Source: an optimization exercise on an open RTL-to-GDS flow (aim: small area). Production flows keep margins and buffers that such runs may drop. Only simulation tests tie the RTL to the original design; equivalence was not proved. Power is estimated from default activity; no workload was simulated.

==> flow/design.v <==
package io_pkg;
  localparam int AddrWidth = 32;
  localparam int DataWidth = 32;
  localparam int NumHarts = 2;
endpackage
`timescale 1ns/1ps
module io_fabric (
  input  logic                          clk_i,
  input  logic                          reset_i,
  input  logic                          req_valid_i,
  input  logic [io_pkg::AddrWidth-1:0]  req_addr_i,
  input  logic                          req_wr_i,
  input  logic [io_pkg::DataWidth-1:0]  req_wdata_i,
  input  logic [6:1]                    irq_i,
  output logic                          rsp_valid_o,
  output logic [io_pkg::DataWidth-1:0]  rsp_rdata_o,
  output logic                          rsp_err_o,
  output logic [io_pkg::NumHarts-1:0]   msip_o,
  output logic [io_pkg::NumHarts-1:0]   mtip_o,
  output logic [io_pkg::NumHarts-1:0]   eip_o
);
  logic        clint_hit, plic_hit;
  logic        wr, rd;
  logic [15:0] co;
  logic [21:0] po;
  logic        msip_hit, cmp_hit, time_hit;
  logic        pend_hit, en_hit, claim_hit;
  assign clint_hit = req_addr_i[31:16] == 16'h1140;
  assign plic_hit  = req_addr_i[31:22] == 10'h044;
  assign wr = req_valid_i & req_wr_i;
  assign rd = req_valid_i & ~req_wr_i;
  assign co = req_addr_i[15:0];
  assign po = req_addr_i[21:0];
  assign msip_hit  = clint_hit && co[15:3] == 13'h0000;
  assign cmp_hit   = clint_hit && co[15:4] == 12'h400;
  assign time_hit  = clint_hit && co[15:3] == 13'h17FF;
  assign pend_hit  = plic_hit && po == 22'h001000;
  assign en_hit    = plic_hit && po[21:8] == 14'h0020 && po[6:0] == 7'h00;
  assign claim_hit = plic_hit && po[21:13] == 9'h100 && po[11:0] == 12'h004;
  logic [63:0] mt_q;
  logic [1:0]  presc_q;
  logic        tick;
  logic [63:0] mt_inc;
  logic        twr_lo, twr_hi;
  assign twr_lo = wr & time_hit & ~co[2];
  assign twr_hi = wr & time_hit & co[2];
  assign tick   = &presc_q & ~twr_lo & ~twr_hi;
  logic [7:0]  byte_cin;
  logic [64:0] mt_c;
  always_comb begin
    for (int k = 0; k < 8; k++) begin
      byte_cin[k] = tick;
      for (int j = 0; j < k; j++) begin
        byte_cin[k] = byte_cin[k] & (&mt_q[8*j +: 8]);
      end
    end
    mt_c = '0;
    for (int k = 0; k < 8; k++) begin
      mt_c[8*k] = byte_cin[k];
      for (int i = 8*k; i < 8*k + 8; i++) begin
        mt_inc[i]  = mt_q[i] ^ mt_c[i];
        mt_c[i+1]  = mt_q[i] & mt_c[i];
      end
    end
  end
  logic [31:0] mt_load_d;
  assign mt_load_d = req_wdata_i & ~{32{reset_i}};
  always_ff @(posedge clk_i) begin
    mt_q[31:0]  <= (twr_lo || reset_i) ? mt_load_d : mt_inc[31:0];
    mt_q[63:32] <= (twr_hi || reset_i) ? mt_load_d : mt_inc[63:32];
  end
  always_ff @(posedge clk_i) begin
    if (reset_i) begin
      presc_q <= '0;
    end else begin
      presc_q <= (twr_lo || twr_hi) ? 2'd0 : presc_q + 2'd1;
    end
  end
  logic [3:0][31:0] cmpn_q;   
  logic [1:0]       msip_q;
  logic [1:0]       mtip_q;
  logic [31:0] cmp_load_d;
  logic [3:0]  cmp_load;
  assign cmp_load_d = ~(req_wdata_i | {32{reset_i}});
  always_comb begin
    for (int k = 0; k < 4; k++) begin
      cmp_load[k] = reset_i || (wr && cmp_hit && co[3:2] == k[1:0]);
    end
  end
  always_ff @(posedge clk_i) begin
    for (int k = 0; k < 4; k++) begin
      if (cmp_load[k]) begin
        cmpn_q[k] <= cmp_load_d;
      end
    end
  end
  function automatic logic ge(input logic [63:0] x, input logic [63:0] yn);
    logic [63:0] g, p;
    logic [31:0] g1, p1;
    logic [15:0] g2, p2;
    logic [7:0]  g3, p3;
    logic [3:0]  g4, p4;
    logic [1:0]  g5, p5;
    g = x & yn;
    p = x | yn;
    for (int i = 0; i < 32; i++) begin
      g1[i] = g[2*i+1] | p[2*i+1] & g[2*i];
      p1[i] = p[2*i+1] & p[2*i];
    end
    for (int i = 0; i < 16; i++) begin
      g2[i] = g1[2*i+1] | p1[2*i+1] & g1[2*i];
      p2[i] = p1[2*i+1] & p1[2*i];
    end
    for (int i = 0; i < 8; i++) begin
      g3[i] = g2[2*i+1] | p2[2*i+1] & g2[2*i];
      p3[i] = p2[2*i+1] & p2[2*i];
    end
    for (int i = 0; i < 4; i++) begin
      g4[i] = g3[2*i+1] | p3[2*i+1] & g3[2*i];
      p4[i] = p3[2*i+1] & p3[2*i];
    end
    for (int i = 0; i < 2; i++) begin
      g5[i] = g4[2*i+1] | p4[2*i+1] & g4[2*i];
      p5[i] = p4[2*i+1] & p4[2*i];
    end
    ge = g5[1] | p5[1] & g5[0] | p5[1] & p5[0];
  endfunction
  always_ff @(posedge clk_i) begin
    if (reset_i) begin
      msip_q <= '0;
    end else if (wr && msip_hit) begin
      msip_q[co[2]] <= req_wdata_i[0];
    end
  end
  always_ff @(posedge clk_i) begin
    if (reset_i) begin
      mtip_q <= '0;
    end else begin
      mtip_q[0] <= ge(mt_q, {cmpn_q[1], cmpn_q[0]});
      mtip_q[1] <= ge(mt_q, {cmpn_q[3], cmpn_q[2]});
    end
  end
  logic [6:1]      pend_q, clm_q;
  logic [1:0][7:1] en_q;
  logic [1:0]      eip_q;
  logic [7:1]      claim_en;
  logic [6:1]      cand, grant;
  logic [2:0]      claim_id;
  logic            complete;
  assign claim_en = po[12] ? en_q[1] : en_q[0];
  assign cand     = pend_q & claim_en[6:1];
  always_comb begin
    grant = '0;
    for (int n = 6; n >= 1; n--) begin
      if (cand[n]) grant = 6'(1) << (n - 1);
    end
    claim_id = '0;
    for (int n = 1; n <= 6; n++) begin
      if (grant[n]) claim_id = n[2:0];
    end
  end
  assign complete = wr & claim_hit;
  always_ff @(posedge clk_i) begin
    for (int n = 1; n <= 6; n++) begin
      if (reset_i) begin
        pend_q[n] <= 1'b0;
        clm_q[n]  <= 1'b0;
      end else if (pend_q[n]) begin
        if (rd && claim_hit && grant[n]) begin
          pend_q[n] <= 1'b0;
          clm_q[n]  <= 1'b1;
        end
      end else if (clm_q[n]) begin
        if (complete && req_wdata_i[2:0] == n[2:0]) begin
          clm_q[n] <= 1'b0;
        end
      end else begin
        pend_q[n] <= irq_i[n];
      end
    end
  end
  logic [1:0] en_load;
  always_comb begin
    for (int c = 0; c < 2; c++) begin
      en_load[c] = reset_i || (wr && en_hit && po[7] == c[0]);
    end
  end
  always_ff @(posedge clk_i) begin
    for (int c = 0; c < 2; c++) begin
      if (en_load[c]) begin
        en_q[c] <= mt_load_d[7:1];
      end
    end
  end
  always_ff @(posedge clk_i) begin
    if (reset_i) begin
      eip_q <= '0;
    end else begin
      eip_q[0] <= |(pend_q & en_q[0][6:1]);
      eip_q[1] <= |(pend_q & en_q[1][6:1]);
    end
  end
  logic        rsp_valid_q;
  logic        err_q;
  logic [31:0] rdata_d, rdata_q;
  logic [3:0] rd_cmp;
  logic [1:0] rd_time;
  logic       rd_msip, rd_pend, rd_en, rd_claim;
  always_comb begin
    for (int k = 0; k < 4; k++) begin
      rd_cmp[k] = !req_wr_i && cmp_hit && co[3:2] == k[1:0];
    end
    rd_time[0] = !req_wr_i && time_hit && !co[2];
    rd_time[1] = !req_wr_i && time_hit && co[2];
    rd_msip    = !req_wr_i && msip_hit;
    rd_pend    = !req_wr_i && pend_hit;
    rd_en      = !req_wr_i && en_hit;
    rd_claim   = !req_wr_i && claim_hit;
    rdata_d = '0;
    for (int k = 0; k < 4; k++) begin
      rdata_d = rdata_d | ({32{rd_cmp[k]}} & ~cmpn_q[k]);
    end
    rdata_d = rdata_d | ({32{rd_time[0]}} & mt_q[31:0]) | ({32{rd_time[1]}} & mt_q[63:32]);
    rdata_d[0]   = rdata_d[0] | (rd_msip & msip_q[co[2]]);
    rdata_d[6:1] = rdata_d[6:1] | ({6{rd_pend}} & pend_q);
    rdata_d[7:1] = rdata_d[7:1] | ({7{rd_en}} & (po[7] ? en_q[1] : en_q[0]));
    rdata_d[2:0] = rdata_d[2:0] | ({3{rd_claim}} & claim_id);
  end
  always_ff @(posedge clk_i) begin
    if (reset_i) begin
      rsp_valid_q <= 1'b0;
    end else begin
      rsp_valid_q <= req_valid_i;
    end
  end
  always_ff @(posedge clk_i) begin
    err_q   <= !(clint_hit || plic_hit);
    rdata_q <= rdata_d;
  end
  assign rsp_rdata_o = rdata_q;
  assign rsp_valid_o = rsp_valid_q;
  assign rsp_err_o   = err_q;
  assign msip_o      = msip_q;
  assign mtip_o      = mtip_q;
  assign eip_o       = eip_q;
endmodule
clock: 4.0 ns
lec_check: 0
cap_margin: 0
core_margin: 2
core_utilization: 60
cts_buf_list: sky130_fd_sc_hd__clkbuf_16
cts_cluster_diameter: 200
cts_cluster_size: 30
gpl_timing_driven: 0
place_density: 0.75
slew_margin: 0
standard.sh (not shown) runs the stock make flow with config.mk's settings and CLKGATE_MAP_FILE= SYNTH_SCRIPT=/design/flow/synth_recipe.tcl, a recipe that flattens the netlist after the stock synthesis.
==> flow/flow/run.sh <==
#!/bin/bash
set -euo pipefail
export BUFFER_PORTS_ARGS="-buffer_cell sky130_fd_sc_hd__buf_1"
export CTS_ARGS="-sink_clustering_enable -repair_clock_nets -sink_clustering_size 30 -sink_clustering_max_diameter 200 -buf_list sky130_fd_sc_hd__clkbuf_16 -root_buf sky130_fd_sc_hd__clkbuf_4 -tree_buf sky130_fd_sc_hd__clkbuf_8 -sink_clustering_buffer sky130_fd_sc_hd__clkbuf_16 -dont_use_dummy_load"
bash standard.sh > standard.log 2>&1
The starting point completed without violations.
Change:
==> flow/flow/run.sh (replaced) <==
#!/bin/bash
set -euo pipefail
export BUFFER_PORTS_ARGS="-buffer_cell sky130_fd_sc_hd__buf_1"
export CTS_ARGS="-sink_clustering_enable -repair_clock_nets -sink_clustering_size 30 -sink_clustering_max_diameter 200 -buf_list sky130_fd_sc_hd__clkbuf_16 -dont_use_dummy_load"
export RECOVER_POWER=40
bash standard.sh > standard.log 2>&1
Result: With this change the flow produced a layout that fails on max-capacitance violations, max-slew violations; clock-buffer cell count stays the same; setup slack degrades by 0.040 ns; cell area stays flat; maximum frequency is lower slightly; cell count is about the same; routed wire length hardly moves.
Change:
==> flow/run.sh (new file) <==
#!/bin/bash
# synth_recipe.tcl (not shown) runs the flow's synth.tcl, then flattens the netlist and writes it again
# the make line also repeats each setting of config.mk as NAME=value (left out here)
make -C /OpenROAD-flow-scripts/flow DESIGN_CONFIG=/design/flow/config.mk WORK_HOME=/design/flow/orfs CLKGATE_MAP_FILE= SYNTH_SCRIPT=/design/flow/synth_recipe.tcl finish
removed: flow/flow/run.sh
removed: flow/standard.sh
Result: This time the run completed with no timing, DRC or antenna violations; sequential power hardly moves; sequential share of layout area is lower by 2.9 points; setup slack degrades by 0.010 ns; power rises by a few percent; fmax barely changes; non-clock buffer count went up by 6; hold slack improved by 0.018 ns.
Change:
==> flow/flow/run.sh (new file) <==
#!/bin/bash
set -euo pipefail
export BUFFER_PORTS_ARGS="-buffer_cell sky130_fd_sc_hd__buf_1"
export CTS_ARGS="-sink_clustering_enable -repair_clock_nets -sink_clustering_size 30 -sink_clustering_max_diameter 200 -buf_list sky130_fd_sc_hd__clkbuf_16 -dont_use_dummy_load"
bash standard.sh > standard.log 2>&1
==> flow/standard.sh (new file) <==
#!/bin/bash
# synth_recipe.tcl (not shown) runs the flow's synth.tcl, then flattens the netlist and writes it again
# the make line also repeats each setting of config.mk as NAME=value (left out here)
make -C /OpenROAD-flow-scripts/flow DESIGN_CONFIG=/design/flow/config.mk WORK_HOME=/design/flow/orfs CLKGATE_MAP_FILE= SYNTH_SCRIPT=/design/flow/synth_recipe.tcl "${@:-finish}"
removed: flow/run.sh
What happened:
- The new run passed the timing, design-rule and antenna checks
- sequential share of layout area came out higher by 2.7 points
- via count came out lower by about 0.5%
- hold slack gets worse by 0.0094 ns
- global-route usage came out lower by 0.90 points
- power came out lower by about 2.7%
- non-clock buffer count came out lower by 6
Change:
==> flow/flow/run.sh (replaced) <==
#!/bin/bash
set -euo pipefail
export BUFFER_PORTS_ARGS="-buffer_cell sky130_fd_sc_hd__buf_1"
export CTS_ARGS="-sink_clustering_enable -repair_clock_nets -sink_clustering_size 30 -sink_clustering_max_diameter 200 -buf_list sky130_fd_sc_hd__clkbuf_16 -root_buf sky130_fd_sc_hd__clkbuf_4 -tree_buf sky130_fd_sc_hd__clkbuf_8 -sink_clustering_buffer sky130_fd_sc_hd__clkbuf_16 -dont_use_dummy_load"
export RECOVER_POWER=100
export POST_GLOBAL_ROUTE_TCL="$PWD/flow/post_grt.tcl"
bash standard.sh > standard.log 2>&1
==> flow/flow/post_grt.tcl (new file) <==
# Sourced by ORFS's global_route.tcl (POST_GLOBAL_ROUTE_TCL) after its power
# recovery. Power recovery downsizes gates on paths with positive slack and can
# leave a net over its max slew or capacitance, so repair the design (with a
# 10% margin below those limits) and the timing once more with global-route
# parasitics, then legalize and re-route
# the changed nets and rewrite the route guides, as global_route.tcl itself
# does after each of its repairs.
log_cmd estimate_parasitics -global_routing
log_cmd global_route -start_incremental
log_cmd repair_design -verbose -cap_margin 10 -slew_margin 10
repair_timing_helper
log_cmd detailed_placement
log_cmd global_route -end_incremental
log_cmd estimate_parasitics -global_routing
write_guides $::env(RESULTS_DIR)/route.guide
--- a/flow/config.mk
+++ b/flow/config.mk
@@ -9,3 +9,3 @@
 export CORE_MARGIN = 2
-export CORE_UTILIZATION = 60
+export CORE_UTILIZATION = 65
 export CTS_BUF_LIST = sky130_fd_sc_hd__clkbuf_16
@@ -14,3 +14,3 @@
 export GPL_TIMING_DRIVEN = 0
-export PLACE_DENSITY = 0.75
+export PLACE_DENSITY = 0.85
 export SLEW_MARGIN = 0
Non-clock buffer count came out higher by 1. Combinational power came out lower by about 2%. Clock power came out lower by about 8%. Sequential power barely changes. Register-to-register slack got worse by 0.04 ns. Global-route usage came out higher by 1.8 points. Total power came out lower by 2.4%. Routed wire length came out lower by 1.0%. Die area came out lower by 7.5%. Clock-buffer cell count does not change.
Change:
==> flow/flow/run.sh (replaced) <==
#!/bin/bash
set -euo pipefail
export BUFFER_PORTS_ARGS="-buffer_cell sky130_fd_sc_hd__buf_1"
export CTS_ARGS="-sink_clustering_enable -repair_clock_nets -sink_clustering_size 30 -sink_clustering_max_diameter 200 -buf_list sky130_fd_sc_hd__clkbuf_16 -dont_use_dummy_load"
export RECOVER_POWER=15
bash standard.sh > standard.log 2>&1
--- a/flow/config.mk
+++ b/flow/config.mk
@@ -9,3 +9,3 @@
 export CORE_MARGIN = 2
-export CORE_UTILIZATION = 65
+export CORE_UTILIZATION = 60
 export CTS_BUF_LIST = sky130_fd_sc_hd__clkbuf_16
@@ -14,3 +14,3 @@
 export GPL_TIMING_DRIVEN = 0
-export PLACE_DENSITY = 0.85
+export PLACE_DENSITY = 0.75
 export SLEW_MARGIN = 0
removed: flow/flow/post_grt.tcl
=> Via count came out lower slightly. Synthesized cell count does not change. Non-clock buffer count came out lower by 1. Fmax came out higher slightly. Power came out higher by a few percent. Final area came out higher slightly. Sequential cell count is unchanged. Routed wire length came out higher slightly.

// io_fabric: RTL as listed in full above, without the edits since
Settings: LEC_CHECK=0, CAP_MARGIN=0, CORE_MARGIN=2, CORE_UTILIZATION=60, CTS_BUF_LIST=sky130_fd_sc_hd__clkbuf_8, CTS_CLUSTER_DIAMETER=200, CTS_CLUSTER_SIZE=16, GPL_TIMING_DRIVEN=0, PLACE_DENSITY=0.75, SLEW_MARGIN=0; clock period 4.0 ns.
==> flow/flow/run.sh <==
#!/bin/bash
set -euo pipefail
export BUFFER_PORTS_ARGS="-buffer_cell sky130_fd_sc_hd__buf_1"
export CTS_ARGS="-sink_clustering_enable -repair_clock_nets -sink_clustering_size 16 -sink_clustering_max_diameter 200 -buf_list sky130_fd_sc_hd__clkbuf_8 -root_buf sky130_fd_sc_hd__clkbuf_4 -tree_buf sky130_fd_sc_hd__clkbuf_8 -sink_clustering_buffer sky130_fd_sc_hd__clkbuf_8 -dont_use_dummy_load"
export RECOVER_POWER=100
export POST_GLOBAL_ROUTE_TCL="$PWD/flow/post_grt.tcl"
bash standard.sh > standard.log 2>&1
==> flow/flow/post_grt.tcl <==
# Sourced by ORFS's global_route.tcl (POST_GLOBAL_ROUTE_TCL) after its power
# recovery. Power recovery downsizes gates on paths with positive slack and can
# leave a net over its max slew or capacitance, so repair the design (with a
# 10% margin below those limits) and the timing once more with global-route
# parasitics, then legalize and re-route
# the changed nets and rewrite the route guides, as global_route.tcl itself
# does after each of its repairs.
log_cmd estimate_parasitics -global_routing
log_cmd global_route -start_incremental
log_cmd repair_design -verbose -cap_margin 10 -slew_margin 10
repair_timing_helper
log_cmd detailed_placement
log_cmd global_route -end_incremental
log_cmd estimate_parasitics -global_routing
write_guides $::env(RESULTS_DIR)/route.guide
Change:
==> flow/flow/run.sh (replaced) <==
#!/bin/bash
# The standard layout, with every port buffered by the smallest buffer
# cell instead of the default choice. All of make's output goes to
# standard.log in this folder; ORFS's per-step logs stay under orfs/logs/.
set -euo pipefail
export BUFFER_PORTS_ARGS="-buffer_cell sky130_fd_sc_hd__buf_1"
bash standard.sh > standard.log 2>&1
--- a/flow/config.mk
+++ b/flow/config.mk
@@ -9,7 +9,7 @@
 export CORE_MARGIN = 2
 export CORE_UTILIZATION = 60
-export CTS_BUF_LIST = sky130_fd_sc_hd__clkbuf_8
+export CTS_BUF_LIST = sky130_fd_sc_hd__clkbuf_16
 export CTS_CLUSTER_DIAMETER = 200
-export CTS_CLUSTER_SIZE = 16
+export CTS_CLUSTER_SIZE = 30
 export GPL_TIMING_DRIVEN = 0
 export PLACE_DENSITY = 0.75
removed: flow/flow/post_grt.tcl
Result:
- setup slack is worse by 27 ps
- core utilization is higher by 1.0 points
- register-to-register slack is better by 40 ps
- cell count hardly moves
- clock skew is lower by 56 ps
- fmax is lower by 0.71%
Change:
==> flow/flow/run.sh (replaced) <==
#!/bin/bash
set -euo pipefail
export BUFFER_PORTS_ARGS="-buffer_cell sky130_fd_sc_hd__buf_1"
export CTS_ARGS="-sink_clustering_enable -repair_clock_nets -sink_clustering_size 30 -sink_clustering_max_diameter 200 -buf_list sky130_fd_sc_hd__clkbuf_16 -root_buf sky130_fd_sc_hd__clkbuf_4 -tree_buf sky130_fd_sc_hd__clkbuf_8 -sink_clustering_buffer sky130_fd_sc_hd__clkbuf_16 -dont_use_dummy_load"
bash standard.sh > standard.log 2>&1
Wire length barely changes.
Global-route usage hardly moves.
Hold slack gets worse by 87 ps.
Change:
==> flow/flow/run.sh (replaced) <==
#!/bin/bash
set -euo pipefail
export BUFFER_PORTS_ARGS="-buffer_cell sky130_fd_sc_hd__buf_1"
export CTS_ARGS="-sink_clustering_enable -repair_clock_nets -sink_clustering_size 30 -sink_clustering_max_diameter 200 -buf_list sky130_fd_sc_hd__clkbuf_16 -root_buf sky130_fd_sc_hd__clkbuf_4 -tree_buf sky130_fd_sc_hd__clkbuf_8 -sink_clustering_buffer sky130_fd_sc_hd__clkbuf_16 -dont_use_dummy_load"
export RECOVER_POWER=100
export POST_GLOBAL_ROUTE_TCL="$PWD/flow/post_grt.tcl"
bash standard.sh > standard.log 2>&1
==> flow/flow/post_grt.tcl (new file) <==
# Sourced by ORFS's global_route.tcl (POST_GLOBAL_ROUTE_TCL) after its power
# recovery. Power recovery downsizes gates on paths with positive slack and can
# leave a net over its max slew or capacitance, so repair the design (with a
# 10% margin below those limits) and the timing once more with global-route
# parasitics, then legalize and re-route
# the changed nets and rewrite the route guides, as global_route.tcl itself
# does after each of its repairs.
log_cmd estimate_parasitics -global_routing
log_cmd global_route -start_incremental
log_cmd repair_design -verbose -cap_margin 10 -slew_margin 10
repair_timing_helper
log_cmd detailed_placement
log_cmd global_route -end_incremental
log_cmd estimate_parasitics -global_routing
write_guides $::env(RESULTS_DIR)/route.guide
After rerunning: Count of clock-buffer cells in the layout is unchanged. Design area falls by 0.86%. Wire length is about the same. Non-clock buffer count is higher by 1. Global-route usage is unchanged. Sequential share of layout area rises by 0.41 points. Worst setup slack barely changes.
Change:
==> flow/flow/run.sh (replaced) <==
#!/bin/bash
set -euo pipefail
export BUFFER_PORTS_ARGS="-buffer_cell sky130_fd_sc_hd__buf_1"
export CTS_ARGS="-sink_clustering_enable -repair_clock_nets -sink_clustering_size 30 -sink_clustering_max_diameter 200 -buf_list sky130_fd_sc_hd__clkbuf_16 -dont_use_dummy_load"
export RECOVER_POWER=100
bash standard.sh > standard.log 2>&1
removed: flow/flow/post_grt.tcl
Effect:
- Now the flow reached the layout checks and failed them: capacitance limit, slew limit
- total power increases by 2.2%
- cell area stays flat
- sequential share of layout area is about the same
- die area does not change
- non-clock buffer count is lower by 1

separate check: timing with driven ports:
No port has a modelled driver above. Below, the same layouts with a new extraction and two added sets of constraints. Step 1 sets driving cells, clkbuf_16 on the clock port and buf_2 on the other inputs (assumed; they add their load-dependent delay and slew). Step 2 also shifts input and output timing later by t, the mid clock arrival at the registers, as if the neighbouring blocks saw the same clock. Three values: ideal, step 1, step 2; two values: the first two.
run | shift t [ns] | setup slack, ns | latest minus earliest clock arrival (ns) | worst data-port slew with drivers (ns)
the first run of note 1 | 0.679 | 0.194 / 0.194 / -0.373 | 0.081 / 0.081 | 0.04
the second run of note 1 | 0.532 | 0.153 / 0.177 / -0.354 | 0.038 / 0.039 | 0.04
the third run of note 1 | 0.532 | 0.143 / 0.165 / -0.367 | 0.032 / 0.033 | 0.05
the fourth run of note 1 | 0.530 | 0.104 / 0.123 / -0.403 | 0.038 / 0.038 | 0.04
the fifth run of note 1 | 0.678 | 0.078 / 0.078 / -0.397 | 0.116 / 0.116 | 0.05
the sixth run of note 1 | 0.532 | 0.114 / 0.138 / -0.394 | 0.040 / 0.040 | 0.04
the first run of note 2 | 0.692 | 0.156 / 0.156 / -0.420 | 0.090 / 0.091 | 0.04
the second run of note 2 | 0.536 | 0.129 / 0.152 / -0.384 | 0.033 / 0.032 | 0.04
the third run of note 2 | 0.679 | 0.194 / 0.194 / -0.373 | 0.081 / 0.081 | 0.04
the fourth run of note 2 | 0.675 | 0.193 / 0.193 / -0.444 | 0.076 / 0.076 | 0.04
the fifth run of note 2 | 0.529 | 0.103 / 0.126 / -0.403 | 0.040 / 0.040 | 0.04
The setup slack of the fourth run of note 2, which loses most, moves by 0.000 ns with the drivers and by -0.637 ns with both steps.
